Source: an optimization exercise on an open RTL-to-GDS flow (aim: small area, a short achievable clock period and few clock cycles per item). Production flows keep margins and buffers that such runs may drop. At most, simulation tests tie the RTL to the original design; equivalence was not proved.

// pel_scaler_top
module pel_scaler_top #(
    parameter int FLUX  = 2,
    parameter int DEPTH = 4
) (
    input  logic                              clk,
    input  logic                              rst_n,
    input  logic            [FLUX-1:0]        in_write,
    input  pel_pkg::pel_t   [FLUX-1:0]        in_din,
    output logic            [FLUX-1:0]        in_full,
    input  coef_pkg::coef_t [FLUX-1:0]        coef,
    input  logic            [FLUX-1:0]        out_read,
    output pel_pkg::pel_t   [FLUX-1:0]        out_dout,
    output logic            [FLUX-1:0]        out_empty
);
clock: 8.0 ns
lec_check: 0
cap_margin: 20
core_margin: 2
core_utilization: 40
slew_margin: 20
run.sh (not shown) runs the stock make flow with config.mk's settings and CLKGATE_MAP_FILE= SYNTH_SCRIPT=/design/flow/synth_recipe.tcl, a recipe that flattens the netlist after the stock synthesis.
Testbench counts at the start, summed over its fixed seeds: cycles 8,016, items 16,000.
Change:
- SETUP_SLACK_MARGIN: not set -> 2
Count of clock-buffer cells in the layout stays the same.
Clock skew falls by 6.4 ps.
Critical path depth rises by 3.
Routed wire length rises by 8.2%.
Non-clock buffer count rises by 115.
Final area rises by about 8%.
Via count rises by 5.5%.
Worst hold slack gains 8.3 ps.

== run 1 ==
Another version of the RTL of pel_scaler_top (not shown whole).
Size in the first run: ~1500 cells after synthesis, roughly 110 I/O pins, about 0.017 mm2 of cells after synthesis.
Settings: LEC_CHECK=0, CAP_MARGIN=20, CORE_MARGIN=2, CORE_UTILIZATION=40, SETUP_SLACK_MARGIN=4, SLEW_MARGIN=20, SYNTH_HIERARCHICAL=1; clock period 8.0 ns.
In summary, run 1 completed successfully, with a layout that passed the timing, design-rule and antenna checks.
Edits applied to the flow inputs when going from run 1 to run 2:
--- a/flow/config.mk
+++ b/flow/config.mk
@@ -9,5 +9,5 @@
 export CORE_MARGIN = 2
 export CORE_UTILIZATION = 40
-export SETUP_SLACK_MARGIN = 4
+export SETUP_SLACK_MARGIN = 4.5
 export SLEW_MARGIN = 20
 export SYNTH_HIERARCHICAL = 1
[summary]
- Both conditions hold for run 2: the flow ran to the end and the final layout passed the timing, design-rule and antenna checks.
- As far as core footprint goes, run 2 and run 1 are indistinguishable; the numbers are identical.
- Run 2 falls short of run 1 in aggregate routed wire length.
Edits applied to the flow inputs when going from run 2 to run 3:
--- a/flow/config.mk
+++ b/flow/config.mk
@@ -9,5 +9,5 @@
 export CORE_MARGIN = 2
 export CORE_UTILIZATION = 40
-export SETUP_SLACK_MARGIN = 4.5
+export SETUP_SLACK_MARGIN = 3
 export SLEW_MARGIN = 20
 export SYNTH_HIERARCHICAL = 1
- Run 3 completed every stage of the flow, and the final layout passed the timing, design-rule and antenna checks.
- Re storage element area: run 3 is about 5.5% down on run 2.
- Going from run 2 to run 3, the length of routed met2 wiring was found to have gone up by 1.1 mm.
- Reported for run 3 and run 2, overall die area turned out identical to the last digit.
- What run 3 reported for total routed wire length on the met1 layer has to be multiplied by 1.2 to get the figure for run 2.
Function was not checked in any run of this note: the RTL went through the layout flow alone.

v6:
pel_scaler_top, a different RTL version from the one above (not shown whole).
Size in the first run: about 1400 cells after synthesis.
Settings: LEC_CHECK=0, CAP_MARGIN=20, CORE_MARGIN=2, CORE_UTILIZATION=40, CTS_BUF_LIST=sky130_fd_sc_hd__clkbuf_4 sky130_fd_sc_hd__clkbuf_8, CTS_CLUSTER_DIAMETER=100, CTS_CLUSTER_SIZE=30, SETUP_SLACK_MARGIN=4, SLEW_MARGIN=20, SYNTH_HIERARCHICAL=1; clock period 8.0 ns.
standard.sh (not shown) runs the stock make flow with config.mk's settings and CLKGATE_MAP_FILE= SYNTH_SCRIPT=/design/flow/synth_recipe.tcl, a recipe that flattens the netlist after the stock synthesis.
==> flow/flow/run.sh <==
#!/bin/bash
# the standard layout, with plain buffers (not delay cells) on the ports
bash standard.sh "BUFFER_PORTS_ARGS=-buffer_cell sky130_fd_sc_hd__buf_2" finish > standard.log 2>&1
Testbench counts of v6, summed over its fixed seeds: cycles 8,016, items 16,000.
> inputs changed (v6 -> v7)
Settings: SETUP_SLACK_MARGIN changed from 4 to 4.3; CORE_UTILIZATION changed from 40 to 65; GPL_TIMING_DRIVEN newly set to 1; PLACE_DENSITY newly set to 0.75.
Compared to v6, v7 has maximum clock rate 11 MHz higher.
Summary — net count reported at finish, v7 relative to v6: higher, by 12.
Area occupied by multi-input gates: v7 > v6
Re register-to-register slack: v7 is 210 ps up on v6.
As of v7, placer's final routability congestion estimate had risen by a few percent compared to v6.
v7: minimum clock period is 150 ps lower than what v6 reported.
v7 against v6: worst setup slack before clock tree synthesis shows a reduction of 17 ps; wire length after detailed routing shrank by about 2.6%.

## job 9959
pel_scaler_top again, from the RTL that the note above started with.
==> flow/config.mk <==
export PLATFORM = sky130hd
export DESIGN_NAME = pel_scaler_top
export DESIGN_NICKNAME = pel_scaler_top
export VERILOG_FILES = /design/flow/design.v
export SDC_FILE = /design/flow/constraint.sdc
export NUM_CORES = 4
export LEC_CHECK = 0
export CAP_MARGIN = 20
export CORE_MARGIN = 2
export CORE_UTILIZATION = 65
export CTS_BUF_LIST = sky130_fd_sc_hd__clkbuf_4 sky130_fd_sc_hd__clkbuf_8
export CTS_CLUSTER_DIAMETER = 100
export CTS_CLUSTER_SIZE = 30
export PLACE_DENSITY = 0.75
export SETUP_SLACK_MARGIN = 4.0
export SLEW_MARGIN = 20
export SYNTH_HIERARCHICAL = 1
export TNS_END_PERCENT = 100
==> flow/constraint.sdc <==
create_clock -name core_clock -period 8.0 [get_ports {clk}]
set_input_delay 1.6000 -clock core_clock [delete_from_list [all_inputs] [get_ports {clk}]]
set_output_delay 1.6000 -clock core_clock [all_outputs]
set_load 0.01 [all_outputs]
Scripts as last shown in full above: flow/flow/run.sh
Job 9959 completed; timing, DRC and antenna clean
Testbench counts of job 9959, summed over its fixed seeds: cycles 8,016, items 16,000.
Here is what was changed in the inputs of job 8188 compared with job 9959.
- TNS_END_PERCENT: 100 -> unset
- SETUP_SLACK_MARGIN: 4.0 -> 4.3
==> flow/flow/run.sh <==
#!/bin/bash
# the standard layout, with plain buffers (not delay cells) on the ports
bash standard.sh "BUFFER_PORTS_ARGS=-buffer_cell sky130_fd_sc_hd__buf_1" finish > standard.log 2>&1
[summary]
Job 8188: all stages complete, timing, DRC and antenna checks passed
Compared to job 9959, job 8188 has final RePlAce weighted congestion 1.5% lower.
In the flow results for job 8188 and job 9959, the synthesis-to-layout area growth is larger on job 8188.
Setup slack in job 8188 is 0.084 ns above job 9959.
The wire length of the first global-routing pass of job 8188 was superior to that of job 9959.
Job 8188 against job 9959: smallest hold slack held steady, total global-route track usage comparable, setup slack after placement fell by 0.0047 ns.
Job 9959 has a lower reg2reg setup slack than job 8188.
Of the two values seen for library cell contributing the largest single delay on the critical path, edfxtp_1 was produced by job 8188 and dfxtp_1 by job 9959.
Job 8188: post-layout instance count excluding filler cells 1.8% above job 9959
Against job 9959 as the reference, job 8188 delivers a higher via count.
Setup changes, job 8188 to job 428
- CORE_UTILIZATION changed from 65 to 40
- SETUP_SLACK_MARGIN changed from 4.3 to 3.7
- PLACE_DENSITY removed (was 0.75)
==> flow/flow/run.sh <==
#!/bin/bash
# the standard layout, with plain buffers (not delay cells) on the ports
bash standard.sh "BUFFER_PORTS_ARGS=-buffer_cell sky130_fd_sc_hd__buf_2" finish > standard.log 2>&1
### Flow results
Diff job 8188..job 428 | clock edge transition at the registers on the reported setup and hold paths | negligible. Job 428 gives more height of the chip than job 8188 did. Job 428 vs. job 8188: hold slack has decreased; largest fanout on the critical path has increased. Summary of job 428 over job 8188: sequential cell area shrank by 5.4%. Going from job 8188 to job 428, count of inverters other than clock inverters in the layout did not really move; die area went up; non-clock buffer count went down. Final routed wirelength across all metal layers: job 428 vs job 8188 up 400 µm.
Input-level comparison between job 9472 and job 428:
- SETUP_SLACK_MARGIN now 4.0, was 3.7
- PLACE_DENSITY now 0.75, previously not set
- CORE_UTILIZATION now 65, was 40
--- outcome ---
Changes observed in job 9472 relative to job 428: peak clock frequency supported by timing moved up, total non-filler cell area in the finished layout moved down. Compared to job 428, job 9472 has sequential share of layout area 0.63 points higher.

## re-timing with driven ports
The flow's constraints put no driver on any port. The routed layouts listed below were extracted and timed again, unchanged, in two steps.
Step 1, drivers: a clkbuf_16 drives clk and a buf_2 each remaining input, both assumed.
Step 2 times the ports against the registers' clock, not the clock port: input delays grow and output delays shrink by t, the midpoint of the rising clock arrivals with the driver on.
Slacks: ideal ports / drivers / drivers and shift; pairs: ideal ports / drivers.
| run | shift t [ns] | setup slack, ns | worst setup path after step 2 | slew at the worst register clock pin (ns) | pins driven straight from the clock port |
|---|---|---|---|---|---|
| the first run of note 1 | 0.447 | 1.211 / 1.211 / 1.211 | register to register | 0.08 / 0.08 | 1 |
| the second run of note 1 | 0.454 | 1.890 / 1.890 / 1.890 | register to register | 0.08 / 0.08 | 1 |
| run 1 | 0.492 | 4.097 / 4.042 / 4.127 | register to register | 0.07 / 0.07 | 1 |
| run 2 | 0.507 | 4.159 / 4.102 / 4.281 | register to register | 0.07 / 0.07 | 1 |
| run 3 | 0.494 | 3.571 / 3.539 / 3.539 | input to output | 0.07 / 0.07 | 1 |
| v6 | 0.516 | 4.140 / 4.140 / 4.140 | register to register | 0.10 / 0.10 | 1 |
| v7 | 0.481 | 4.293 / 4.248 / 4.324 | input to output | 0.10 / 0.10 | 1 |
| job 9959 | 0.487 | 4.137 / 4.130 / 4.137 | register to register | 0.10 / 0.10 | 1 |
| job 8188 | 0.480 | 4.221 / 4.174 / 4.311 | register to register | 0.10 / 0.10 | 1 |
| job 428 | 0.514 | 3.943 / 3.943 / 3.943 | register to register | 0.09 / 0.09 | 1 |
| job 9472 | 0.487 | 4.137 / 4.130 / 4.137 | register to register | 0.10 / 0.10 | 1 |
After both steps every run listed still meets setup and hold. The setup slack of run 3, which loses most, moves by -0.032 ns with the drivers and by -0.032 ns with both steps.
